Context: an optimization exercise on an open-source flow, tuned for small area and a short achievable clock period. The choices shown serve that exercise and are no tape-out recipe. No functional check of the RTL was part of any run shown here. Power figures rest on the tool's default switching activity, not on a simulated workload.

## design/flow/design.v

```verilog
package demosaic_pkg;
    localparam int IMG_HDISP    = 32;                   
    localparam int IMG_VDISP    = 16;                   
    localparam int COL_W        = $clog2(IMG_HDISP);    
    localparam int ROW_W        = $clog2(IMG_VDISP);    
    localparam int PIPE_LATENCY = 3;
    localparam int CHAIN_LEN    = 4*IMG_HDISP + 1;
    typedef logic [7:0]       pixel_t;                  
    typedef logic [COL_W-1:0] col_t;                    
    typedef logic [ROW_W-1:0] row_t;                    
    typedef logic [199:0] window_t;                    
endpackage
`timescale 1ns/1ps
module line_buffer
#(
    parameter int LEN = demosaic_pkg::CHAIN_LEN
)
(
    input  logic           clk,
    input  logic           shift,
    input  demosaic_pkg::pixel_t din,
    output logic [8*LEN-1:0] taps                      
);
    always_ff @(posedge clk)
    begin
        if (shift)
            taps <= {taps[8*(LEN-1)-1:0], din};
    end
endmodule
`timescale 1ns/1ps
module window_5x5
(
    input  logic    clk,
    input  logic    shift,                             
    input  demosaic_pkg::pixel_t  din,                 
    input  demosaic_pkg::row_t    row_nxt,             
    input  demosaic_pkg::col_t    col_nxt,             
    output demosaic_pkg::window_t win                  
);
    localparam int LEN = demosaic_pkg::CHAIN_LEN;
    logic [8*LEN-1:0] taps;
    logic [24:0]      pad;                             
    logic             col0;                            
    line_buffer #(.LEN(LEN)) line_buffer_i (
        .clk   (clk),
        .shift (shift),
        .din   (din),
        .taps  (taps)
    );
    always_ff @(posedge clk)
    begin
        for (int i = 0; i < 5; i++)
            for (int j = 0; j < 5; j++)
                pad[5*i+j] <= (row_nxt < i) || (col_nxt < j);
        col0 <= (col_nxt == 0);
    end
    always_comb
    begin
        win = '0;
        for (int i = 0; i < 5; i++)
            for (int j = 0; j < 5; j++)
                if (32*i + j - 2 >= 0 && 32*i + j - 2 < LEN)
                    win[8*(5*i+j) +: 8] = pad[5*i+j] ? 8'h00 : taps[8*(32*i+j-2) +: 8];
        win[8*(5*2+0) +: 8] = pad[5*2+0] ? 8'h00 : col0 ? taps[8*63 +: 8] : taps[8*62 +: 8];
    end
endmodule
`timescale 1ns/1ps
module bayer_kernel
(
    input  logic       clk,
    input  demosaic_pkg::window_t    win,              
    input  demosaic_pkg::row_t       row,              
    input  demosaic_pkg::col_t       col,
    input  logic [1:0] mirror,
    output demosaic_pkg::pixel_t     red,
    output demosaic_pkg::pixel_t     green,
    output demosaic_pkg::pixel_t     blue
);
    typedef logic [13:0] acc_t;                        
    function automatic logic [7:0] tap(input demosaic_pkg::window_t w, input int i, input int j);
        tap = w[8*(5*i+j) +: 8];
    endfunction
    function automatic logic [27:0] csa(input acc_t a, input acc_t b, input acc_t c);
        acc_t s, k;
        s   = a ^ b ^ c;
        k   = (a & b) | (a & c) | (b & c);
        csa = {k[12:0], 1'b0, s};
    endfunction
    function automatic demosaic_pkg::pixel_t clamp8(input logic [9:0] v);
        if (v[9])
            clamp8 = 8'h00;
        else if (v[8])
            clamp8 = 8'hff;
        else
            clamp8 = v[7:0];
    endfunction
    logic [1:0] r_par;                                 
    always_comb
    begin
        case (mirror)
            2'd3:    r_par = 2'b11;
            2'd2:    r_par = 2'b10;
            2'd0:    r_par = 2'b01;
            default: r_par = 2'b00;
        endcase
    end
    logic [7:0] c1;
    logic [8:0] h1, v1, h2, v2;
    logic [9:0] n2, d1;
    logic [1:0] site1;                                 
    logic       rb;                                    
    always_ff @(posedge clk)
    begin
        c1    <= tap(win, 2, 2);
        h1    <= tap(win, 2, 1) + tap(win, 2, 3);
        v1    <= tap(win, 1, 2) + tap(win, 3, 2);
        h2    <= tap(win, 2, 0) + tap(win, 2, 4);
        v2    <= tap(win, 0, 2) + tap(win, 4, 2);
        n2    <= 10'(tap(win, 2, 0)) + 10'(tap(win, 2, 4)) + 10'(tap(win, 0, 2)) + 10'(tap(win, 4, 2));
        d1    <= 10'(tap(win, 1, 1)) + 10'(tap(win, 1, 3)) + 10'(tap(win, 3, 1)) + 10'(tap(win, 3, 3));
        site1 <= {row[0], col[0]} ^ r_par;             
        rb    <= (row[0] ^ col[0]) == (r_par[1] ^ r_par[0]);
    end
    acc_t a1, a2, a3, a4, a5, a6;
    acc_t b1, b2, b3, b4, b5, b6;
    acc_t ac, as, bc, bs;
    always_comb
    begin
        a1 = {3'b0, c1, 3'b000} | (rb ? 14'd1 : 14'd2);
        a2 = rb ? acc_t'({h1, 2'b00})  : acc_t'({h1, 3'b000});
        a3 = rb ? acc_t'({v1, 2'b00})  : acc_t'({c1, 1'b0});
        a4 = rb ? ~acc_t'({n2, 1'b0})  : ~acc_t'({h2, 1'b0});
        a5 = rb ? '0                   : acc_t'(v2);
        a6 = rb ? '0                   : ~acc_t'({d1, 1'b0});
        b1 = {3'b0, c1, 3'b000} | (rb ? 14'd3 : 14'd2);
        b2 = rb ? acc_t'({c1, 2'b00})  : acc_t'({c1, 1'b0});
        b3 = rb ? acc_t'({d1, 2'b00})  : ~acc_t'({d1, 1'b0});
        b4 = rb ? ~acc_t'({n2, 1'b0})  : ~acc_t'({v2, 1'b0});
        b5 = rb ? ~acc_t'(n2)          : acc_t'({v1, 3'b000});
        b6 = rb ? '0                   : acc_t'(h2);
        {ac, as} = reduce6(a1, a2, a3, a4, a5, a6);
        {bc, bs} = reduce6(b1, b2, b3, b4, b5, b6);
    end
    function automatic logic [27:0] reduce6(input acc_t x1, input acc_t x2, input acc_t x3,
                                            input acc_t x4, input acc_t x5, input acc_t x6);
        acc_t p1, p2, q1, q2, r1, r2, t1, t2;
        {p1, p2} = csa(x1, x2, x3);
        {q1, q2} = csa(x4, x5, x6);
        {r1, r2} = csa(p1, p2, q1);
        {t1, t2} = csa(r1, r2, q2);
        reduce6  = {t1, t2};
    endfunction
    acc_t as2, ac2, bs2, bc2;
    demosaic_pkg::pixel_t c2;
    logic [1:0] site2;
    always_ff @(posedge clk)
    begin
        as2   <= as;
        ac2   <= ac;
        bs2   <= bs;
        bc2   <= bc;
        c2    <= c1;
        site2 <= site1;
    end
    demosaic_pkg::pixel_t ea, eb;
    acc_t ra, rb2;
    assign ra  = as2 + ac2;
    assign rb2 = bs2 + bc2;
    assign ea  = clamp8(ra[13:4]);
    assign eb  = clamp8(rb2[13:4]);
    always_ff @(posedge clk)
    begin
        case (site2)
            2'b00:                                     
            begin
                red   <= c2;
                green <= ea;
                blue  <= eb;
            end
            2'b11:                                     
            begin
                red   <= eb;
                green <= ea;
                blue  <= c2;
            end
            2'b01:                                     
            begin
                red   <= ea;
                green <= c2;
                blue  <= eb;
            end
            default:                                   
            begin
                red   <= eb;
                green <= c2;
                blue  <= ea;
            end
        endcase
    end
endmodule
`timescale 1ns/1ps
module frame_ctrl
(
    input  logic clk,
    input  logic rst_n,
    input  logic vsync,
    input  logic href,
    input  logic hsync,
    output logic href_q,                               
    output logic line_end,
    output logic frame_start,
    output logic post_vsync,
    output logic post_href,
    output logic post_hsync
);
    logic                                   vsync_q;   
    logic [demosaic_pkg::PIPE_LATENCY-1:0]  vsync_dly;
    logic [demosaic_pkg::PIPE_LATENCY-1:0]  href_dly;
    logic [demosaic_pkg::PIPE_LATENCY-1:0]  hsync_dly;
    always_ff @(posedge clk)
    begin
        vsync_q <= vsync;
        href_q  <= href;
    end
    assign line_end    = href_q && !href;              
    assign frame_start = vsync && !vsync_q;            
    always_ff @(posedge clk or negedge rst_n)
    begin
        if (!rst_n)
        begin
            vsync_dly <= '0;
            href_dly  <= '0;
            hsync_dly <= '0;
        end
        else
        begin
            vsync_dly <= {vsync_dly[demosaic_pkg::PIPE_LATENCY-2:0], vsync};
            href_dly  <= {href_dly[demosaic_pkg::PIPE_LATENCY-2:0], href};
            hsync_dly <= {hsync_dly[demosaic_pkg::PIPE_LATENCY-2:0], hsync};
        end
    end
    assign post_vsync = vsync_dly[demosaic_pkg::PIPE_LATENCY-1];
    assign post_href  = href_dly[demosaic_pkg::PIPE_LATENCY-1];
    assign post_hsync = hsync_dly[demosaic_pkg::PIPE_LATENCY-1];
endmodule
`timescale 1ns/1ps
module position_counter
(
    input  logic clk,
    input  logic href,
    input  logic line_end,
    input  logic frame_start,
    output demosaic_pkg::row_t row,
    output demosaic_pkg::col_t col,
    output demosaic_pkg::row_t row_nxt,                
    output demosaic_pkg::col_t col_nxt
);
    assign col_nxt = href ? col + 1'b1 : '0;
    assign row_nxt = frame_start ? '0 :                
                     line_end    ? row + 1'b1 :        
                                   row;
    always_ff @(posedge clk)
    begin
        col <= col_nxt;
        row <= row_nxt;
    end
endmodule
`timescale 1ns/1ps
module raw_to_rgb_top
(
    input  logic       clk,
    input  logic       rst_n,
    input  logic       vsync,
    input  logic       href,
    input  logic       hsync,
    input  logic [1:0] mirror,
    input  demosaic_pkg::pixel_t     raw,
    output logic       post_vsync,
    output logic       post_href,
    output logic       post_hsync,
    output demosaic_pkg::pixel_t     red,
    output demosaic_pkg::pixel_t     green,
    output demosaic_pkg::pixel_t     blue
);
    logic    href_q;
    logic    line_end;
    logic    frame_start;
    demosaic_pkg::row_t    row;                        
    demosaic_pkg::col_t    col;
    demosaic_pkg::row_t    row_nxt;
    demosaic_pkg::col_t    col_nxt;
    demosaic_pkg::pixel_t  raw_q;                      
    logic [1:0]            mirror_q;
    demosaic_pkg::window_t win;
    frame_ctrl frame_ctrl_i (
        .clk         (clk),
        .rst_n       (rst_n),
        .vsync       (vsync),
        .href        (href),
        .hsync       (hsync),
        .href_q      (href_q),
        .line_end    (line_end),
        .frame_start (frame_start),
        .post_vsync  (post_vsync),
        .post_href   (post_href),
        .post_hsync  (post_hsync)
    );
    position_counter position_counter_i (
        .clk         (clk),
        .href        (href),
        .line_end    (line_end),
        .frame_start (frame_start),
        .row         (row),
        .col         (col),
        .row_nxt     (row_nxt),
        .col_nxt     (col_nxt)
    );
    always_ff @(posedge clk)
    begin
        raw_q    <= raw;
        mirror_q <= mirror;                            
    end
    window_5x5 window_5x5_i (
        .clk   (clk),
        .shift (href_q),
        .din     (raw_q),
        .row_nxt (row_nxt),
        .col_nxt (col_nxt),
        .win   (win)
    );
    bayer_kernel bayer_kernel_i (
        .clk    (clk),
        .win    (win),
        .row    (row),
        .col    (col),
        .mirror (mirror_q),
        .red    (red),
        .green  (green),
        .blue   (blue)
    );
endmodule
```

## design/flow/run.sh

```bash
#!/bin/bash
# synth_recipe.tcl (not shown) runs the flow's synth.tcl, then flattens the netlist and writes it again
# the make line also repeats each setting of config.mk as NAME=value (left out here)
make -C /OpenROAD-flow-scripts/flow DESIGN_CONFIG=/design/flow/config.mk WORK_HOME=/design/flow/orfs CLKGATE_MAP_FILE= SYNTH_SCRIPT=/design/flow/synth_recipe.tcl finish
```

## design/flow/config.mk

```make
export PLATFORM = sky130hd
export DESIGN_NAME = raw_to_rgb_top
export DESIGN_NICKNAME = raw_to_rgb_top
export VERILOG_FILES = /design/flow/design.v
export SDC_FILE = /design/flow/constraint.sdc
export NUM_CORES = 4
export LEC_CHECK = 0
export CAP_MARGIN = 20
export CORE_MARGIN = 2
export CORE_UTILIZATION = 65
export CTS_CLUSTER_DIAMETER = 60
export CTS_CLUSTER_SIZE = 24
export PLACE_DENSITY = 0.75
export SLEW_MARGIN = 20
```

## design/flow/constraint.sdc

```tcl
create_clock -name core_clock -period 7.5 [get_ports {clk}]
set_input_delay 1.5000 -clock core_clock [delete_from_list [all_inputs] [get_ports {clk}]]
set_output_delay 1.5000 -clock core_clock [all_outputs]
set_load 0.01 [all_outputs]
```

==> results.toml, run 1 <==
[logic_synthesis]
synth.yosys.seq_area_share = 0.8177
yosys_warn_count = 6
yosys.cell_types.count = 59
synth_area_leaders = "sky130_fd_sc_hd__edfxtp_1 (72%), sky130_fd_sc_hd__dfxtp_1 (8.8%), sky130_fd_sc_hd__fa_1 (4.4%)"
net_count_after_synthesis = 2450
post_synth_edffs = 1032
syn_area_um2 = 42750
synth.ff_latch_count = 1228
post_synth_top_flop = "sky130_fd_sc_hd__edfxtp_1"
yosys.area.top_type = "sky130_fd_sc_hd__edfxtp_1"
post-synth-top-area-fraction = 0.7249
synth_cells = 2243
syn_avg_cell_area_um2 = 19.06
synth-async-reset-ratio = 0.007329

[setup_path]
critical-path-slowest-cell = "sky130_fd_sc_hd__dfxtp_1"
critPathKind = "reg -> reg"
r2r_cells = 17
worst_r2r_startpoint = "window_5x5_i.col0$_DFF_P_"
worst_r2r_endpoint = "bayer_kernel_i.n2[9]$_DFF_P_"
crit_path_max_incr_delay_ps = 600
cp-startpoint = "window_5x5_i.col0$_DFF_P_"
critical_path.endpoint_type = "register"
crit_path_max_fanout = 8
worst_setup_path_endpoint = "bayer_kernel_i.n2[9]$_DFF_P_"
timing.critical_path.required_ps = 8030
timing.critical_path.cells = "mux2i_1, nor2_1, ha_1, inv_1, fa_1, xnor2_1, inv_1, fa_1, inv_1, fa_1, a21o_1, a21oi_1, o21bai_1, a21oi_1, nor2b_1, o21ai_0, nand2b_1"
r2r_setup_slack_ps = 3370
crit_path_start_kind = "register"
cp.arrival_ps = 4660

[timing]
final_period_minus_worst_setup_slack_ps = 4135
fmax_mhz = 241.9
slew_viol_final = 0
final-hold-violation-count = 0
max_slew.worst_pin.slew_ps = 1088
setup_violations = 0
slew-limit-headroom = 0.2747
totalNegativeSetupSlack_ps = 0
holdWs_ps = 353.3
finalCritPeriodShare = 0.5513
finalClockSkew_ps = 29.31
grt_setup_unrepaired = "false"

[place]
dp.cells = 3135
place.detailed.hpwl_um = 39180
gp_congestion = 0.8158
port_buffers = 41

[global_routing]
first_pass_grt_wire_length_um = 97650
grt_start_max_net_pins = 193
number_of_antenna_violations_at_the_first_check_in_global_routing = 3
gr_overflow_total = 0
groute.usage.overall = 0.1914
via_count_of_the_first_global_routing_pass = 17640

[drt]
drtPass1Iterations = 5
avgRoutedWirePerCell_um = 19.70
drc = 0
drt_first_iter_violations = 1634
finalWirelength_um = 64140
vias = 17600
antenna_violating_nets_post_route = 0
detail_route.vias_per_cell = 5.406

[pwr]
power_report.internal_total_mw = 11.16
comb_power_share = 0.186
clock_power_frac = 0.268
ir_drop_v = 0.0002351
powerDensity_nw_per_um2 = 328.0
switching_share = 0.2697
report.power.total_mw = 15.28
switching_power_mw = 4.120
pwr-share-seq = 0.546
power_leakage_nw = 17.33

[final_layout]
drive_above_1_share = 0.06817
flow.area_growth_from_synthesis_pct = 8.953
fin_cells = 3255
post-route-util = 0.7123
finalNetCount = 2551
fillCellCount = 4034
insertedDiodeCount = 0

[die]
die_h_um = 260.5
num_io_pins = 42
core_area_um2 = 65390
die-area_um2 = 67840
rows = 94
floorplan.initialDensity = 0.6538
dieWidth_um = 260.5

[run]
drv_cap = 0

[clock_tree]
ctsHoldBuffers = 0
clock_latency_ps = 640
ctsLongestPathBuffers = 3
h-tree-depth = 3
clock-sinks = 1228
clk_pin_slew_ps = 90
clock_tree_from_tritoncts = "done"
cts-buffers-inserted = 69
post-cts-setup-buffer-count = 0
postCtsResizedCells = 0
clock_tree.root_cell = "sky130_fd_sc_hd__clkbuf_16"

[status]
run_status = "finished clean"

[min_path]
worst_hold_path_type = "reg -> reg"
-- state kept, by name, indices dropped and copies added, names as in the netlist, 9 cells and up --
signal	count
bayer_kernel_i.ac2	13
bayer_kernel_i.as2	12
bayer_kernel_i.bc2	13
bayer_kernel_i.bs2	13
bayer_kernel_i.d1	10
bayer_kernel_i.h1	9
bayer_kernel_i.h2	9
bayer_kernel_i.n2	10
bayer_kernel_i.v1	9
bayer_kernel_i.v2	9
window_5x5_i.line_buffer_i.taps	1032
window_5x5_i.pad	13
-- cell usage after synthesis, types with 6 or more instances --
cell type	instances
sky130_fd_sc_hd__xnor2_1	46
sky130_fd_sc_hd__nand2b_1	37
sky130_fd_sc_hd__mux2i_1	14
sky130_fd_sc_hd__nor2_1	42
sky130_fd_sc_hd__xor2_1	17
sky130_fd_sc_hd__mux2_2	8
sky130_fd_sc_hd__and2_1	9
sky130_fd_sc_hd__o21a_1	7
sky130_fd_sc_hd__ha_1	98
sky130_fd_sc_hd__o21ai_1	12
sky130_fd_sc_hd__a21oi_1	51
sky130_fd_sc_hd__fa_1	94
sky130_fd_sc_hd__a21o_1	31
sky130_fd_sc_hd__o211ai_1	8
sky130_fd_sc_hd__buf_1	7
sky130_fd_sc_hd__dfxtp_1	187
sky130_fd_sc_hd__o21bai_1	16
sky130_fd_sc_hd__o21ai_0	28
sky130_fd_sc_hd__nand3_1	12
sky130_fd_sc_hd__edfxtp_1	1032
sky130_fd_sc_hd__nand2_1	96
sky130_fd_sc_hd__nor2b_1	84
sky130_fd_sc_hd__or2_2	14
sky130_fd_sc_hd__dfrtp_1	9
sky130_fd_sc_hd__inv_1	194
sky130_fd_sc_hd__o21ai_2	7
sky130_fd_sc_hd__a22oi_2	6
sky130_fd_sc_hd__a21boi_0	9
sky130_fd_sc_hd__clkbuf_1	14
-- metal layers --
layer	wire length, µm	GRT usage	vias to the layer above
li1	-	-	8277
met1	29330	0.2713	8899
met2	30670	0.3106	323
met3	2480	0.02962	99
met4	1657	0.06429	0
met5	0	0	-
-- cell type report --
class	count	area, µm²	area share
flip-flops and latches	1228	34960	0.7506
multi-input cells	797	6973	0.1497
clock buffers	86	1854	0.03981
well taps	864	1081	0.02321
inverters	195	732.0	0.01571
repair buffers	53	576.8	0.01238
clock inverters	32	399.1	0.008569
-- worst max-delay path, delay by kind of cell, from the launching register on --
kind	cells	cell delay, ps
xor gates and xnor gates	1	200
muxes	1	130
AOI/OAI and AO/OA	5	900
and+or+nand+nor	3	380
adders and majority gates	4	1600
DFF	1	600
buffers and inverters	3	240
-- power by group through the flow --
stage                     logic, mW  registers [mW]  clock network, mW
after floorplan                2.02            8.51                  0
after global placement         2.74            8.47                  0
after detailed placement       2.86            8.49                  0
after CTS                      2.88            8.35               4.23
after global routing           3.24            8.39               4.43
final                          2.85            8.34               4.09
-- worst min-delay path by stage --
| stage | depth (start not counted) | endpoint | slack (ps) | startpoint |
|---|---|---|---|---|
| final | 0 | frame_ctrl_i.href_dly[1]$_DFF_PN0_ | 350 | frame_ctrl_i.href_dly[0]$_DFF_PN0_ |
| after floorplan | 0 | bayer_kernel_i.site2[0]$_DFF_P_ | 310 | bayer_kernel_i.site1[0]$_DFF_P_ |
| after global placement | 0 | frame_ctrl_i.vsync_dly[2]$_DFF_PN0_ | 330 | frame_ctrl_i.vsync_dly[1]$_DFF_PN0_ |
| after global routing | 0 | frame_ctrl_i.href_dly[1]$_DFF_PN0_ | 360 | frame_ctrl_i.href_dly[0]$_DFF_PN0_ |
| after CTS | 0 | frame_ctrl_i.href_dly[1]$_DFF_PN0_ | 360 | frame_ctrl_i.href_dly[0]$_DFF_PN0_ |
| after detailed placement | 0 | frame_ctrl_i.href_dly[1]$_DFF_PN0_ | 340 | frame_ctrl_i.href_dly[0]$_DFF_PN0_ |
-- cell families (layout without fill, tap and decap cells) --
group / Yosys count / in the layout / share of synthesized area
AO/OA/AOI/OAI: 208 / 208 / 0.03412
XOR/XNOR: 64 / 64 / 0.01355
AND/OR/NAND/NOR: 311 / 311 / 0.03734
multiplexers: 22 / 22 / 0.005385
flip-flops: 1228 / 1228 / 0.8177
buffers and inverters: 218 / 366 / 0.01920
adder cells (fa/ha/maj): 192 / 192 / 0.07270
-- per-stage QoR --
stage                     worst slack (ps)  cell area, µm²
after floorplan                      -1258           42760
after global placement                3470           44260
after detailed placement              3368           44260
after CTS                             3369           46510
after global routing                  3101           46580
final                                 3365           46580
-- placed cells by master (no fill, tap or decap), drive strengths merged, types with 17 or more instances in the layout --
cell and count:
a21o 31, a21oi 52, clkbuf 86, clkdlybuf4s50 41, dfxtp 187, edfxtp 1032
fa 94, ha 98, inv 209, nand2 96, nand2b 37, nor2 42
nor2b 84, o21ai 47, xnor2 47, xor2 17
==> inputs of run 2 (changes only) <==
--- a/design/flow/config.mk
+++ b/design/flow/config.mk
@@ -12,3 +12,4 @@
 export CTS_CLUSTER_SIZE = 24
 export PLACE_DENSITY = 0.75
+export SETUP_SLACK_MARGIN = 4.6
 export SLEW_MARGIN = 20
==> run 2 against run 1 <==
Net effect: maximum frequency is 20% higher; register-to-register slack better by 680 ps; hold slack worse by 28 ps; final cell count is 1.5% higher; synthesized cell count stayed put; via count is 2.0% higher; setup slack better by 680 ps; non-clock buffer count is 36 higher; sequential power hardly changed; routed wire length is 3.7% higher; highest routed layer unchanged.
==> results.toml, run 2 <==
[timing]
final-hold-violation-count = 0
slew_viol_final = 0
final_period_minus_worst_setup_slack_ps = 3450
setup_violations = 0
setup_ws_ps = 4050
fmax_mhz = 289.8
finalClockSkew_ps = 30.80
slew-limit-headroom = 0.2873
finalCritPeriodShare = 0.4600
max_slew.worst_pin.slew_ps = 1069
grt_setup_unrepaired = "true"
holdWs_ps = 324.8

[drt]
vias = 17950
drt_first_iter_violations = 1474
detail_route.vias_per_cell = 5.434
drc = 0
antenna_violating_nets_post_route = 0
finalWirelength_um = 66540
drtPass1Iterations = 5
avgRoutedWirePerCell_um = 20.14

[die]
rows = 94
floorplan.initialDensity = 0.6538
die_h_um = 260.5
core_area_um2 = 65390
die-area_um2 = 67840
num_io_pins = 42
dieWidth_um = 260.5

[clock_tree]
clock_latency_ps = 630
cts-buffers-inserted = 73
ctsHoldBuffers = 0
h-tree-depth = 3
ctsLongestPathBuffers = 3
clock_tree.root_cell = "sky130_fd_sc_hd__clkbuf_16"
clk_pin_slew_ps = 80
clock_tree_from_tritoncts = "done"
clock-sinks = 1228

[setup_path]
r2r_cells = 16
crit_path_max_fanout = 2
worst_r2r_endpoint = "bayer_kernel_i.n2[9]$_DFF_P_"
critical_path.endpoint_type = "register"
timing.critical_path.cells = "mux2i_1, nor2_1, ha_2, inv_2, fa_2, fa_1, inv_1, ha_2, fa_2, a21o_1, a21oi_4, o21bai_1, a21oi_2, nor2b_1, o21ai_1, nand2b_1"
timing.critical_path.required_ps = 8010
r2r_setup_slack_ps = 4050
critPathKind = "reg -> reg"
crit_path_max_incr_delay_ps = 500
cp.buffers_inverters = 2
worst_r2r_startpoint = "window_5x5_i.line_buffer_i.taps[504]$_DFFE_PP_"
critical-path-slowest-cell = "sky130_fd_sc_hd__fa_1"
crit_path_start_kind = "register"
critical_path.top_delay_family = "adder cells"
cp.arrival_ps = 3960

[pwr]
ir_drop_v = 0.0002579
power_report.internal_total_mw = 11.27
switching_power_mw = 4.281
powerDensity_nw_per_um2 = 328.2
comb_power_share = 0.194
power_leakage_nw = 17.76
clock_power_frac = 0.269
report.power.total_mw = 15.55
switching_share = 0.2754
pwr-share-seq = 0.537

[logic_synthesis]
synth-async-reset-ratio = 0.007329
synth_top_cells_by_count = "sky130_fd_sc_hd__edfxtp_1 (1032), sky130_fd_sc_hd__inv_1 (194), sky130_fd_sc_hd__dfxtp_1 (187), sky130_fd_sc_hd__ha_1 (98), sky130_fd_sc_hd__nand2_1 (96)"
syn_area_um2 = 42750
syn_avg_cell_area_um2 = 19.06
yosys.area.top_type = "sky130_fd_sc_hd__edfxtp_1"
yosys_warn_count = 6
synth_most_common_cell = "sky130_fd_sc_hd__edfxtp_1"
post_synth_top_flop = "sky130_fd_sc_hd__edfxtp_1"
net_count_after_synthesis = 2450
synth.yosys.seq_area_share = 0.8177
synth.ff_latch_count = 1228
synth_area_leaders = "sky130_fd_sc_hd__edfxtp_1 (72%), sky130_fd_sc_hd__dfxtp_1 (8.8%), sky130_fd_sc_hd__fa_1 (4.4%)"
synth_cells = 2243
yosys.cell_types.count = 59
post-synth-top-area-fraction = 0.7249
post_synth_edffs = 1032

[final_layout]
flow.area_growth_from_synthesis_pct = 10.83
largest_reg_flops = 1032
finalInstanceArea_um2 = 47380
fillCellCount = 3881
layout.cells.most_common = "sky130_fd_sc_hd__edfxtp_1"
drive_above_1_share = 0.1136
register_ranked_first_by_flip_flop_count = "window_5x5_i.line_buffer_i.taps"
final-seq-area_um2 = 34980
most-common-layout-cells = "sky130_fd_sc_hd__edfxtp_1 (1032), sky130_fd_sc_hd__inv_1 (182), sky130_fd_sc_hd__dfxtp_1 (180)"
finalNetCount = 2591
area_of_the_multi_input_gates_um2 = 7346

[min_path]
worst_hold_path.num_cells = 0
endpoint_with_the_worst_hold_slack = "bayer_kernel_i.site2[0]$_DFF_P_"
hold_path.startpoint = "bayer_kernel_i.site1[0]$_DFF_P_"
worst_hold_path_type = "reg -> reg"

[run]
drv_cap = 0

[status]
run_status = "finished clean"

[global_routing]
gr_overflow_total = 0
groute.usage.overall = 0.1969
number_of_antenna_violations_at_the_first_check_in_global_routing = 1
grt_start_max_net_pins = 199
via_count_of_the_first_global_routing_pass = 18030
first_pass_grt_wire_length_um = 100400

[place]
port_buffers = 41
dpl-instance-area_um2 = 44380
place.detailed.hpwl_um = 39760
gp_congestion = 0.8027
detailedPlace.worstSlack_ps = 3722
-- run 2: changes by cell type in the layout (fill, tap and decap cells not counted), sizes merged --
cell           before  now
dlygate4sd2         0   27
diode               0    1
inv               209  214
dlymetal6s2s        0    1
buf                12   46
clkbuf             86   99
clkdlybuf4s50      41   13
bufbuf              0    1
bufinv              4    1
clkinvlp            3    1
-- run 2: power groups by stage --
stage                     Clock (mW)  Combinational [mW]  Sequential [mW]
after global placement             0                2.77             8.48
after detailed placement           0                2.88             8.50
final                           4.19                3.01             8.35
after CTS                       4.32                2.99             8.36
after floorplan                    0                2.04             8.51
after global routing            4.53                3.38             8.40
-- run 2: per-layer routing --
metal	track usage	wire [µm]	vias up
met3	0.02661	2441	117
li1	-	-	8351
met2	0.3239	32300	340
met4	0.06286	1699	0
met5	0	0	-
met1	0.2791	30100	9146
-- run 2: worst max path at each step --
| stage | depth (start not counted) | end | slack, ps | startpoint |
|---|---|---|---|---|
| 3_3_place_gp | 18 | bayer_kernel_i.n2[9]$_DFF_P_ | 3890 | window_5x5_i.col0$_DFF_P_ |
| 3_5_place_dp | 8 | window_5x5_i.pad[8]$_DFF_P_ | 3720 | href |
| 2_1_floorplan | 7 | window_5x5_i.pad[7]$_DFF_P_ | -1260 | frame_ctrl_i.href_q$_DFF_P_ |
| 5_1_grt | 19 | bayer_kernel_i.n2[9]$_DFF_P_ | 3900 | window_5x5_i.line_buffer_i.taps[504]$_DFFE_PP_ |
| 4_1_cts | 16 | bayer_kernel_i.n2[9]$_DFF_P_ | 4090 | window_5x5_i.line_buffer_i.taps[496]$_DFFE_PP_ |
| 6_report | 16 | bayer_kernel_i.n2[9]$_DFF_P_ | 4050 | window_5x5_i.line_buffer_i.taps[504]$_DFFE_PP_ |
-- run 2: cell families after synthesis --
kind of cell,count (synthesis),synth area share
simple gates,311,0.03734
flops,1228,0.8177
fa+ha+maj,192,0.07270
xor+xnor,64,0.01355
buf+inv,218,0.01920
compound gates,208,0.03412
mux,22,0.005385
-- run 2: layout make-up --
class / instances / share of cell area
Inverter: 195 / 0.01561
Multi-Input combinational cell: 797 / 0.1550
Clock inverter: 32 / 0.008107
Sequential cell: 1228 / 0.7382
Antenna cell: 1 / 0.00005282
Timing Repair Buffer: 89 / 0.01846
Clock buffer: 98 / 0.04170
Tap cell: 864 / 0.02282
-- run 2: repair_timing --
action                                  in CTS  in global routing
endpoints found under the setup margin     426                116
buffers inserted                            26                 11
gates cloned                                 1                  1
gates resized for setup                     76                 27
pin swaps                                   39                 43
-- run 2: per-stage QoR --
stage	setup TNS, ps	util	cells
5_1_grt	0	0.7245	3303
3_5_place_dp	0	0.6787	3134
2_1_floorplan	-318740	-	2243
4_1_cts	0	0.7211	3291
6_report	0	0.7246	3304
3_3_place_gp	0	0.6787	3134
==> inputs of run 3 (changes only) <==
--- a/design/flow/design.v
+++ b/design/flow/design.v
@@ -107,5 +107,5 @@
     logic [7:0] c1;
     logic [8:0] h1, v1, h2, v2;
-    logic [9:0] n2, d1;
+    logic [8:0] da, db;                                
     logic [1:0] site1;                                 
     logic       rb;                                    
@@ -117,37 +117,52 @@
         h2    <= tap(win, 2, 0) + tap(win, 2, 4);
         v2    <= tap(win, 0, 2) + tap(win, 4, 2);
-        n2    <= 10'(tap(win, 2, 0)) + 10'(tap(win, 2, 4)) + 10'(tap(win, 0, 2)) + 10'(tap(win, 4, 2));
-        d1    <= 10'(tap(win, 1, 1)) + 10'(tap(win, 1, 3)) + 10'(tap(win, 3, 1)) + 10'(tap(win, 3, 3));
+        da    <= tap(win, 1, 1) + tap(win, 1, 3);
+        db    <= tap(win, 3, 1) + tap(win, 3, 3);
         site1 <= {row[0], col[0]} ^ r_par;             
         rb    <= (row[0] ^ col[0]) == (r_par[1] ^ r_par[0]);
     end
-    acc_t a1, a2, a3, a4, a5, a6;
-    acc_t b1, b2, b3, b4, b5, b6;
+    acc_t a1, a2, a3, a4, a5, a6, a7;
+    acc_t b1, b2, b3, b4, b5, b6, b7, b8;
     acc_t ac, as, bc, bs;
     always_comb
     begin
-        a1 = {3'b0, c1, 3'b000} | (rb ? 14'd1 : 14'd2);
+        a1 = {3'b0, c1, 3'b000} | (rb ? 14'd2 : 14'd3);
         a2 = rb ? acc_t'({h1, 2'b00})  : acc_t'({h1, 3'b000});
         a3 = rb ? acc_t'({v1, 2'b00})  : acc_t'({c1, 1'b0});
-        a4 = rb ? ~acc_t'({n2, 1'b0})  : ~acc_t'({h2, 1'b0});
-        a5 = rb ? '0                   : acc_t'(v2);
-        a6 = rb ? '0                   : ~acc_t'({d1, 1'b0});
-        b1 = {3'b0, c1, 3'b000} | (rb ? 14'd3 : 14'd2);
+        a4 = ~acc_t'({h2, 1'b0});
+        a5 = rb ? ~acc_t'({v2, 1'b0})  : acc_t'(v2);
+        a6 = rb ? '0                   : ~acc_t'({da, 1'b0});
+        a7 = rb ? '0                   : ~acc_t'({db, 1'b0});
+        b1 = {3'b0, c1, 3'b000} | (rb ? 14'd5 : 14'd3);
         b2 = rb ? acc_t'({c1, 2'b00})  : acc_t'({c1, 1'b0});
-        b3 = rb ? acc_t'({d1, 2'b00})  : ~acc_t'({d1, 1'b0});
-        b4 = rb ? ~acc_t'({n2, 1'b0})  : ~acc_t'({v2, 1'b0});
-        b5 = rb ? ~acc_t'(n2)          : acc_t'({v1, 3'b000});
-        b6 = rb ? '0                   : acc_t'(h2);
-        {ac, as} = reduce6(a1, a2, a3, a4, a5, a6);
-        {bc, bs} = reduce6(b1, b2, b3, b4, b5, b6);
+        b3 = rb ? acc_t'({da, 2'b00})  : ~acc_t'({da, 1'b0});
+        b4 = rb ? acc_t'({db, 2'b00})  : ~acc_t'({db, 1'b0});
+        b5 = ~acc_t'({v2, 1'b0});
+        b6 = rb ? ~acc_t'({h2, 1'b0})  : acc_t'({v1, 3'b000});
+        b7 = rb ? ~acc_t'(h2)          : acc_t'(h2);
+        b8 = rb ? ~acc_t'(v2)          : '0;
+        {ac, as} = reduce7(a1, a2, a3, a4, a5, a6, a7);
+        {bc, bs} = reduce8(b1, b2, b3, b4, b5, b6, b7, b8);
     end
-    function automatic logic [27:0] reduce6(input acc_t x1, input acc_t x2, input acc_t x3,
-                                            input acc_t x4, input acc_t x5, input acc_t x6);
+    function automatic logic [27:0] reduce7(input acc_t x1, input acc_t x2, input acc_t x3,
+                                            input acc_t x4, input acc_t x5, input acc_t x6,
+                                            input acc_t x7);
         acc_t p1, p2, q1, q2, r1, r2, t1, t2;
         {p1, p2} = csa(x1, x2, x3);
         {q1, q2} = csa(x4, x5, x6);
         {r1, r2} = csa(p1, p2, q1);
-        {t1, t2} = csa(r1, r2, q2);
-        reduce6  = {t1, t2};
+        {t1, t2} = csa(q2, x7, r1);
+        reduce7  = csa(t1, t2, r2);
+    endfunction
+    function automatic logic [27:0] reduce8(input acc_t x1, input acc_t x2, input acc_t x3,
+                                            input acc_t x4, input acc_t x5, input acc_t x6,
+                                            input acc_t x7, input acc_t x8);
+        acc_t p1, p2, q1, q2, r1, r2, t1, t2;
+        {p1, p2} = csa(x1, x2, x3);
+        {q1, q2} = csa(x4, x5, x6);
+        {r1, r2} = csa(p1, p2, q1);
+        {t1, t2} = csa(q2, x7, x8);
+        {p1, p2} = csa(r1, r2, t1);
+        reduce8  = csa(p1, p2, t2);
     endfunction
     acc_t as2, ac2, bs2, bc2;
--- a/design/flow/config.mk
+++ b/design/flow/config.mk
@@ -12,4 +12,4 @@
 export CTS_CLUSTER_SIZE = 24
 export PLACE_DENSITY = 0.75
-export SETUP_SLACK_MARGIN = 4.6
+export SETUP_SLACK_MARGIN = 4.7
 export SLEW_MARGIN = 20
==> run 3 against run 2 <==
Net effect: hold slack better by 7.3 ps; register-to-register slack better by 330 ps; total power up 7.3%; maximum frequency up 11%; routed wire length down 2.3%; final cell count down 2.2%; first-iteration DRC count up 0.34%; combinational power up 44%; critical endpoint is now bayer_kernel_i.bs2[6]$_DFF_P_; largest cell class unchanged; highest routed layer unchanged.
==> results.toml, run 3 <==
[drt]
vias = 17500
avgRoutedWirePerCell_um = 20.10
drc = 0
drtPass1Iterations = 8
detail_route.vias_per_cell = 5.416
antenna_violating_nets_post_route = 0
drt_first_iter_violations = 1479
finalWirelength_um = 64980

[logic_synthesis]
synth_most_common_cell = "sky130_fd_sc_hd__edfxtp_1"
syn_avg_cell_area_um2 = 19.43
post-synth-top-area-fraction = 0.7300
syn_area_um2 = 42450
post_synth_edffs = 1032
yosys_warn_count = 6
synth_cells = 2185
yosys.cell_types.count = 48
post_synth_top_flop = "sky130_fd_sc_hd__edfxtp_1"
synth_area_leaders = "sky130_fd_sc_hd__edfxtp_1 (73%), sky130_fd_sc_hd__dfxtp_1 (8.8%), sky130_fd_sc_hd__fa_1 (4.9%)"
net_count_after_synthesis = 2400
synth.yosys.seq_area_share = 0.8230
synth_top_cells_by_count = "sky130_fd_sc_hd__edfxtp_1 (1032), sky130_fd_sc_hd__dfxtp_1 (186), sky130_fd_sc_hd__inv_1 (163), sky130_fd_sc_hd__fa_1 (103), sky130_fd_sc_hd__ha_1 (97)"
yosys.area.top_type = "sky130_fd_sc_hd__edfxtp_1"
synth.ff_latch_count = 1227
synth-async-reset-ratio = 0.007335

[timing]
finalClockSkew_ps = 25.44
grt_setup_unrepaired = "true"
slew-limit-headroom = 0.2963
finalCritPeriodShare = 0.4158
max_slew.worst_pin.slew_ps = 1056
fmax_mhz = 320.7
slew_viol_final = 0
final_period_minus_worst_setup_slack_ps = 3119
final-hold-violation-count = 0
setup_violations = 0
totalNegativeSetupSlack_ps = 0

[final_layout]
layout.cells.most_common = "sky130_fd_sc_hd__edfxtp_1"
finalNetCount = 2535
register_ranked_first_by_flip_flop_count = "window_5x5_i.line_buffer_i.taps"
drive_above_1_share = 0.1142
largest_reg_flops = 1032
fin_cells = 3232
fillCellCount = 3749
final-seq-area_um2 = 34960
area_of_the_multi_input_gates_um2 = 7209
most-common-layout-cells = "sky130_fd_sc_hd__edfxtp_1 (1032), sky130_fd_sc_hd__dfxtp_1 (177), sky130_fd_sc_hd__inv_1 (142)"
flow.area_growth_from_synthesis_pct = 10.94

[setup_path]
critPathKind = "reg -> reg"
crit_path_start_kind = "register"
r2r_cells = 11
timing.critical_path.cells = "buf_16, buf_12, buf_12, nor2_4, a21o_1, fa_1, inv_2, fa_2, fa_1, inv_1, fa_2"
worst_r2r_endpoint = "bayer_kernel_i.bs2[6]$_DFF_P_"
crit_path_max_incr_delay_ps = 540
r2r_setup_slack_ps = 4380
critical_path.top_delay_family = "adder cells"
cp-startpoint = "bayer_kernel_i.rb$_DFF_P_"
crit_path_max_fanout = 8
worst_setup_path_endpoint = "bayer_kernel_i.bs2[6]$_DFF_P_"
timing.critical_path.required_ps = 8000
critical_path_depth = 11
cp.buffers_inverters = 5
worst_r2r_startpoint = "bayer_kernel_i.rb$_DFF_P_"
cp.arrival_ps = 3620
critical-path-slowest-cell = "sky130_fd_sc_hd__fa_2"
critical_path.endpoint_type = "register"

[global_routing]
number_of_antenna_violations_at_the_first_check_in_global_routing = 3
groute.usage.overall = 0.1961
gr_overflow_total = 0
via_count_of_the_first_global_routing_pass = 17910
grt_start_max_net_pins = 210
first_pass_grt_wire_length_um = 99020

[clock_tree]
cts-buffers-inserted = 66
clock_tree.root_cell = "sky130_fd_sc_hd__clkbuf_16"
clk_pin_slew_ps = 80
clock-sinks = 1227
ctsLongestPathBuffers = 3
clock_latency_ps = 630
h-tree-depth = 3
ctsHoldBuffers = 0
clock_tree_from_tritoncts = "done"

[pwr]
comb_power_share = 0.260
power_leakage_nw = 17.32
powerDensity_nw_per_um2 = 354.3
pwr-share-seq = 0.504
switching_power_mw = 4.800
ir_drop_v = 0.0002384
power_report.internal_total_mw = 11.88
switching_share = 0.2877
clock_power_frac = 0.236

[die]
rows = 93
die-area_um2 = 67370
dieWidth_um = 259.6
num_io_pins = 42
floorplan.initialDensity = 0.6585
core_area_um2 = 64460
die_h_um = 259.6

[run]
drv_cap = 0

[place]
place.detailed.hpwl_um = 37890
gp_congestion = 0.8093
dp.cells = 3070
port_buffers = 41

[status]
run_status = "finished clean"

[min_path]
worst_hold_path_type = "reg -> reg"
## run 3: metal layers
layer  part of all wire  routed length (µm)  GRT usage  vias up
li1                   -                   -          -     8174
met1               0.45               29390     0.2776     8859
met2               0.47               30720     0.3144      352
met3              0.045                2929    0.03788      118
met4              0.030                1939    0.06274        0
met5                  0                   0          0        -
## run 3: layout make-up
class / count / area share
multi-input cells: 773 / 0.1531
flip-flops and latches: 1227 / 0.7423
diodes: 3 / 0.0001594
repair buffers: 87 / 0.02258
clock inverters: 23 / 0.005951
inverters: 164 / 0.01363
repair inverters: 1 / 0.0003454
well taps: 855 / 0.02272
clock buffers: 99 / 0.03927
## run 3: how the worst min path moves through the flow
stage	slack, ps	startpoint	cells past startpoint	endpoint
2_1_floorplan	310	bayer_kernel_i.site1[0]$_DFF_P_	0	bayer_kernel_i.site2[0]$_DFF_P_
3_3_place_gp	320	bayer_kernel_i.site1[1]$_DFF_P_	0	bayer_kernel_i.site2[1]$_DFF_P_
3_5_place_dp	310	bayer_kernel_i.site1[1]$_DFF_P_	0	bayer_kernel_i.site2[1]$_DFF_P_
4_1_cts	330	bayer_kernel_i.site1[1]$_DFF_P_	0	bayer_kernel_i.site2[1]$_DFF_P_
5_1_grt	350	bayer_kernel_i.site1[0]$_DFF_P_	0	bayer_kernel_i.site2[0]$_DFF_P_
6_report	330	bayer_kernel_i.site1[1]$_DFF_P_	0	bayer_kernel_i.site2[1]$_DFF_P_
## run 3: what timing repair did
item | CTS | global route
endpoints found under the setup margin | 508 | 486
pin swaps | 38 | 19
cloned | 7 | 0
resized for setup | 139 | 59
buffers inserted | 23 | 7
## run 3: kinds of logic (layout without fill, tap and decap cells)
| family | count (synthesis) | count (layout) | share of synthesized area |
|---|---|---|---|
| other | 0 | 3 | 0 |
| and+or+nand+nor | 291 | 291 | 0.03460 |
| AOI/OAI and AO/OA | 184 | 184 | 0.02741 |
| buffers and inverters | 185 | 374 | 0.01648 |
| DFF | 1227 | 1227 | 0.8230 |
| muxes | 26 | 26 | 0.006307 |
| xor gates and xnor gates | 72 | 72 | 0.01503 |
| adders and majority gates | 200 | 200 | 0.07716 |
## run 3: power groups by stage
| stage | registers [mW] | logic, mW | clock network (mW) |
|---|---|---|---|
| global placement | 8.56 | 3.50 | 0 |
| finish | 8.40 | 4.34 | 3.94 |
| detailed placement | 8.57 | 3.67 | 0 |
| floorplan | 8.57 | 2.69 | 0 |
| CTS | 8.41 | 4.14 | 4.07 |
| global route | 8.46 | 5.00 | 4.28 |
## run 3: worst reg2reg max path, cell delays in order (launching register included)
cell and delay [ps]:
sky130_fd_sc_hd__dfxtp_4 430, sky130_fd_sc_hd__buf_16 150, sky130_fd_sc_hd__buf_12 140, sky130_fd_sc_hd__buf_12 100, sky130_fd_sc_hd__nor2_4 30, sky130_fd_sc_hd__a21o_1 160, sky130_fd_sc_hd__fa_1 510, sky130_fd_sc_hd__inv_2 50
sky130_fd_sc_hd__fa_2 540, sky130_fd_sc_hd__fa_1 410, sky130_fd_sc_hd__inv_1 80, sky130_fd_sc_hd__fa_2 420
## run 3: through the flow
stage	worst slack [ps]	hold WS [ps]	utilization	area (µm²)	power, mW
final	4381	332.1	0.7306	47100	16.68
after global routing	4289	347.8	0.7304	47090	17.74
after detailed placement	3564	313.5	0.6827	44010	12.24
after CTS	4400	332.7	0.7270	46870	16.62
after global placement	3620	318.6	0.6827	44010	12.06
after floorplan	-1269	309.6	-	42610	11.26
==> inputs of run 4 (changes only) <==
--- a/design/flow/config.mk
+++ b/design/flow/config.mk
@@ -6,4 +6,5 @@
 export NUM_CORES = 4
 export LEC_CHECK = 0
+export ABC_AREA = 1
 export CAP_MARGIN = 20
 export CORE_MARGIN = 2
==> run 4 against run 3 <==
Net effect: sequential share of layout area is 1.0 points lower; maximum frequency is 0.98% lower; critical endpoint unchanged; first-iteration DRC count is 22% higher; setup slack worse by 31 ps; sequential power hardly changed; cell area is 1.4% higher; via count is 11% higher; clock-buffer cell count is 8 lower; final cell count is 13% higher.
==> results.toml, run 4 <==
[status]
run_status = "finished clean"

[logic_synthesis]
synth_area_leaders = "sky130_fd_sc_hd__edfxtp_1 (71%), sky130_fd_sc_hd__dfxtp_1 (8.6%), sky130_fd_sc_hd__fa_1 (4.7%)"
synth_cells = 2619
synth.yosys.seq_area_share = 0.8036
net_count_after_synthesis = 2834
synth_top_cells_by_count = "sky130_fd_sc_hd__edfxtp_1 (1032), sky130_fd_sc_hd__inv_1 (368), sky130_fd_sc_hd__nand2_1 (293), sky130_fd_sc_hd__dfxtp_1 (186), sky130_fd_sc_hd__nor2_1 (171)"
synth-async-reset-ratio = 0.007335
yosys.area.top_type = "sky130_fd_sc_hd__edfxtp_1"
synth.ff_latch_count = 1227
yosys.cell_types.count = 36
syn_avg_cell_area_um2 = 16.60
syn_area_um2 = 43480
post_synth_top_flop = "sky130_fd_sc_hd__edfxtp_1"
post_synth_edffs = 1032
post-synth-top-area-fraction = 0.7128
yosys_warn_count = 6
synth_most_common_cell = "sky130_fd_sc_hd__edfxtp_1"

[final_layout]
drive_above_1_share = 0.08249
flow.area_growth_from_synthesis_pct = 9.793
largest_reg_flops = 1032
finalNetCount = 2946
insertedDiodeCount = 0
most-common-layout-cells = "sky130_fd_sc_hd__edfxtp_1 (1032), sky130_fd_sc_hd__inv_1 (350), sky130_fd_sc_hd__nand2_1 (288)"
register_ranked_first_by_flip_flop_count = "window_5x5_i.line_buffer_i.taps"
layout.cells.most_common = "sky130_fd_sc_hd__edfxtp_1"

[place]
place.detailed.hpwl_um = 40950
gp_congestion = 0.8614
port_buffers = 41

[pwr]
powerDensity_nw_per_um2 = 344.8
switching_power_mw = 4.926
comb_power_share = 0.254
ir_drop_v = 0.0002613
pwr-share-seq = 0.509
power_report.internal_total_mw = 11.53
report.power.total_mw = 16.46
switching_share = 0.2993
power_leakage_nw = 18.44
clock_power_frac = 0.237

[drt]
drtPass1Iterations = 6
drt_first_iter_violations = 1797
detail_route.vias_per_cell = 5.348
finalWirelength_um = 69600
vias = 19470
antenna_violating_nets_post_route = 0
avgRoutedWirePerCell_um = 19.12
drc = 0

[min_path]
worst_hold_path_type = "reg -> reg"
worst_hold_path.num_cells = 0
endpoint_with_the_worst_hold_slack = "bayer_kernel_i.site2[0]$_DFF_P_"
hold_path.startpoint = "bayer_kernel_i.site1[0]$_DFF_P_"

[setup_path]
cp.arrival_ps = 3650
critical_path.endpoint_type = "register"
worst_r2r_startpoint = "bayer_kernel_i.rb$_DFF_P_"
r2r_setup_slack_ps = 4350
crit_path_start_kind = "register"
timing.critical_path.required_ps = 8000
worst_r2r_endpoint = "bayer_kernel_i.bs2[6]$_DFF_P_"
r2r_cells = 11
crit_path_max_fanout = 6
critPathKind = "reg -> reg"

[global_routing]
grt_start_max_net_pins = 186
number_of_antenna_violations_at_the_first_check_in_global_routing = 3
gr_overflow_total = 0
groute.usage.overall = 0.2016
first_pass_grt_wire_length_um = 106200
via_count_of_the_first_global_routing_pass = 19310

[clock_tree]
ctsHoldBuffers = 0
clk_pin_slew_ps = 80
clock-sinks = 1227
ctsLongestPathBuffers = 3
h-tree-depth = 3
cts-buffers-inserted = 67
clock_tree.root_cell = "sky130_fd_sc_hd__clkbuf_16"
clock_tree_from_tritoncts = "done"
clock_latency_ps = 640

[timing]
finalClockSkew_ps = 31.11
slew-limit-headroom = 0.3250
setup_violations = 0
holdWs_ps = 336.3
grt_setup_unrepaired = "true"
finalCritPeriodShare = 0.4199
final_period_minus_worst_setup_slack_ps = 3149
max_slew.worst_pin.slew_ps = 1013
slew_viol_final = 0
final-hold-violation-count = 0
fmax_mhz = 317.5

[die]
die_h_um = 262.6
core_area_um2 = 65980
rows = 94
die-area_um2 = 68970
floorplan.initialDensity = 0.6589
num_io_pins = 42
dieWidth_um = 262.6

[run]
drv_cap = 0
-- run 4: area by class of cell --
| class | count | area, µm² |
|---|---|---|
| timing repair buffer | 78 | 987.2 |
| sequential | 1227 | 34950 |
| inverter | 370 | 1419 |
| tap | 864 | 1081 |
| fill | 4044 | 18250 |
| clock buffer | 91 | 1831 |
| timing repair inverter | 1 | 16.27 |
| clock inverter | 23 | 252.7 |
| multi-input combinational | 986 | 7194 |
-- run 4: kinds of logic after synthesis --
| logic type | Yosys count | share of synthesized area |
|---|---|---|
| adder cells (fa/ha/maj) | 200 | 0.07534 |
| buffers and inverters | 406 | 0.03557 |
| XOR/XNOR | 57 | 0.01148 |
| flip-flops | 1227 | 0.8036 |
| AO/OA/AOI/OAI | 165 | 0.02092 |
| AND/OR/NAND/NOR | 564 | 0.05307 |
-- run 4: power groups by stage --
stage	combinational, mW	clock [mW]	sequential (mW)
finish	4.18	3.91	8.38
detailed placement	3.85	0	8.52
floorplan	2.81	0	8.54
CTS	4.05	4.03	8.39
global placement	3.70	0	8.52
global route	4.83	4.24	8.43
-- run 4: per-stage QoR --
stage	util	setup TNS, ps	setup WS (ps)	area [µm²]	cells
after global routing	0.7235	0	4300	47730	3640
after CTS	0.7193	0	4379	47460	3627
after detailed placement	0.6819	0	3617	44990	3497
final	0.7235	0	4351	47730	3640
after floorplan	-	-317700	-967.8	43620	2619
after global placement	0.6819	0	3696	44990	3497
-- run 4: worst max-delay path by stage --
stage | startpoint | to | slack (ps) | depth (start not counted)
6_report | bayer_kernel_i.rb$_DFF_P_ | bayer_kernel_i.bs2[6]$_DFF_P_ | 4350 | 11
4_1_cts | bayer_kernel_i.c1[2]$_SDFF_PP0_ | bayer_kernel_i.bs2[4]$_DFF_P_ | 4380 | 8
5_1_grt | bayer_kernel_i.rb$_DFF_P_ | bayer_kernel_i.bs2[6]$_DFF_P_ | 4300 | 11
3_3_place_gp | bayer_kernel_i.rb$_DFF_P_ | bayer_kernel_i.bs2[4]$_DFF_P_ | 3700 | 9
3_5_place_dp | bayer_kernel_i.rb$_DFF_P_ | bayer_kernel_i.bs2[4]$_DFF_P_ | 3620 | 9
2_1_floorplan | frame_ctrl_i.href_q$_DFF_P_ | window_5x5_i.pad[14]$_DFF_P_ | -970 | 10
-- run 4: what timing repair did --
| item | 4_1_cts | 5_1_grt |
|---|---|---|
| setup buffers | 10 | 10 |
| pin swaps | 14 | 10 |
| setup endpoints to repair | 614 | 84 |
| cloned | 6 | 3 |
| resized for setup | 83 | 55 |
-- run 4: critical path, cell delays in order (launching register included) --
cell and delay, ps:
sky130_fd_sc_hd__dfxtp_4 420, sky130_fd_sc_hd__buf_6 130, sky130_fd_sc_hd__buf_16 120, sky130_fd_sc_hd__buf_12 120
sky130_fd_sc_hd__nor2_4 30, sky130_fd_sc_hd__o21bai_4 170, sky130_fd_sc_hd__fa_1 520, sky130_fd_sc_hd__inv_2 50
sky130_fd_sc_hd__fa_2 550, sky130_fd_sc_hd__fa_1 410, sky130_fd_sc_hd__inv_1 80, sky130_fd_sc_hd__fa_2 420
-- run 4: routing by layer --
| metal | wire [µm] | track usage | vias up |
|---|---|---|---|
| met5 | 13 | 0 | - |
| met4 | 1844 | 0.06648 | 2 |
| met3 | 3070 | 0.02961 | 107 |
| met2 | 32820 | 0.3213 | 463 |
| met1 | 31840 | 0.2929 | 9713 |
| li1 | - | - | 9180 |

## separate check: timing with driven ports
The flow's constraints put no driver on any port. The routed layouts listed below were extracted and timed again, unchanged, in two steps.
Step 1: set_driving_cell puts a clkbuf_16 on clk and a buf_2 on each other input, an assumption about the parent block.
Step 2 also shifts input and output timing later by t, the mid clock arrival at the registers, as if the neighbouring blocks saw the same clock.
Three values: ideal, step 1, step 2; two values: the first two.
run | shift t [ns] | setup slack, ns | pins driven straight from the clock port
run 1 | 0.679 | 3.365 / 3.365 / 3.365 | 1
run 2 | 0.676 | 4.050 / 4.050 / 4.050 | 1
run 3 | 0.678 | 4.381 / 4.381 / 4.381 | 1
run 4 | 0.682 | 4.351 / 4.351 / 4.351 | 1
After both steps setup and hold are still met in every run listed.
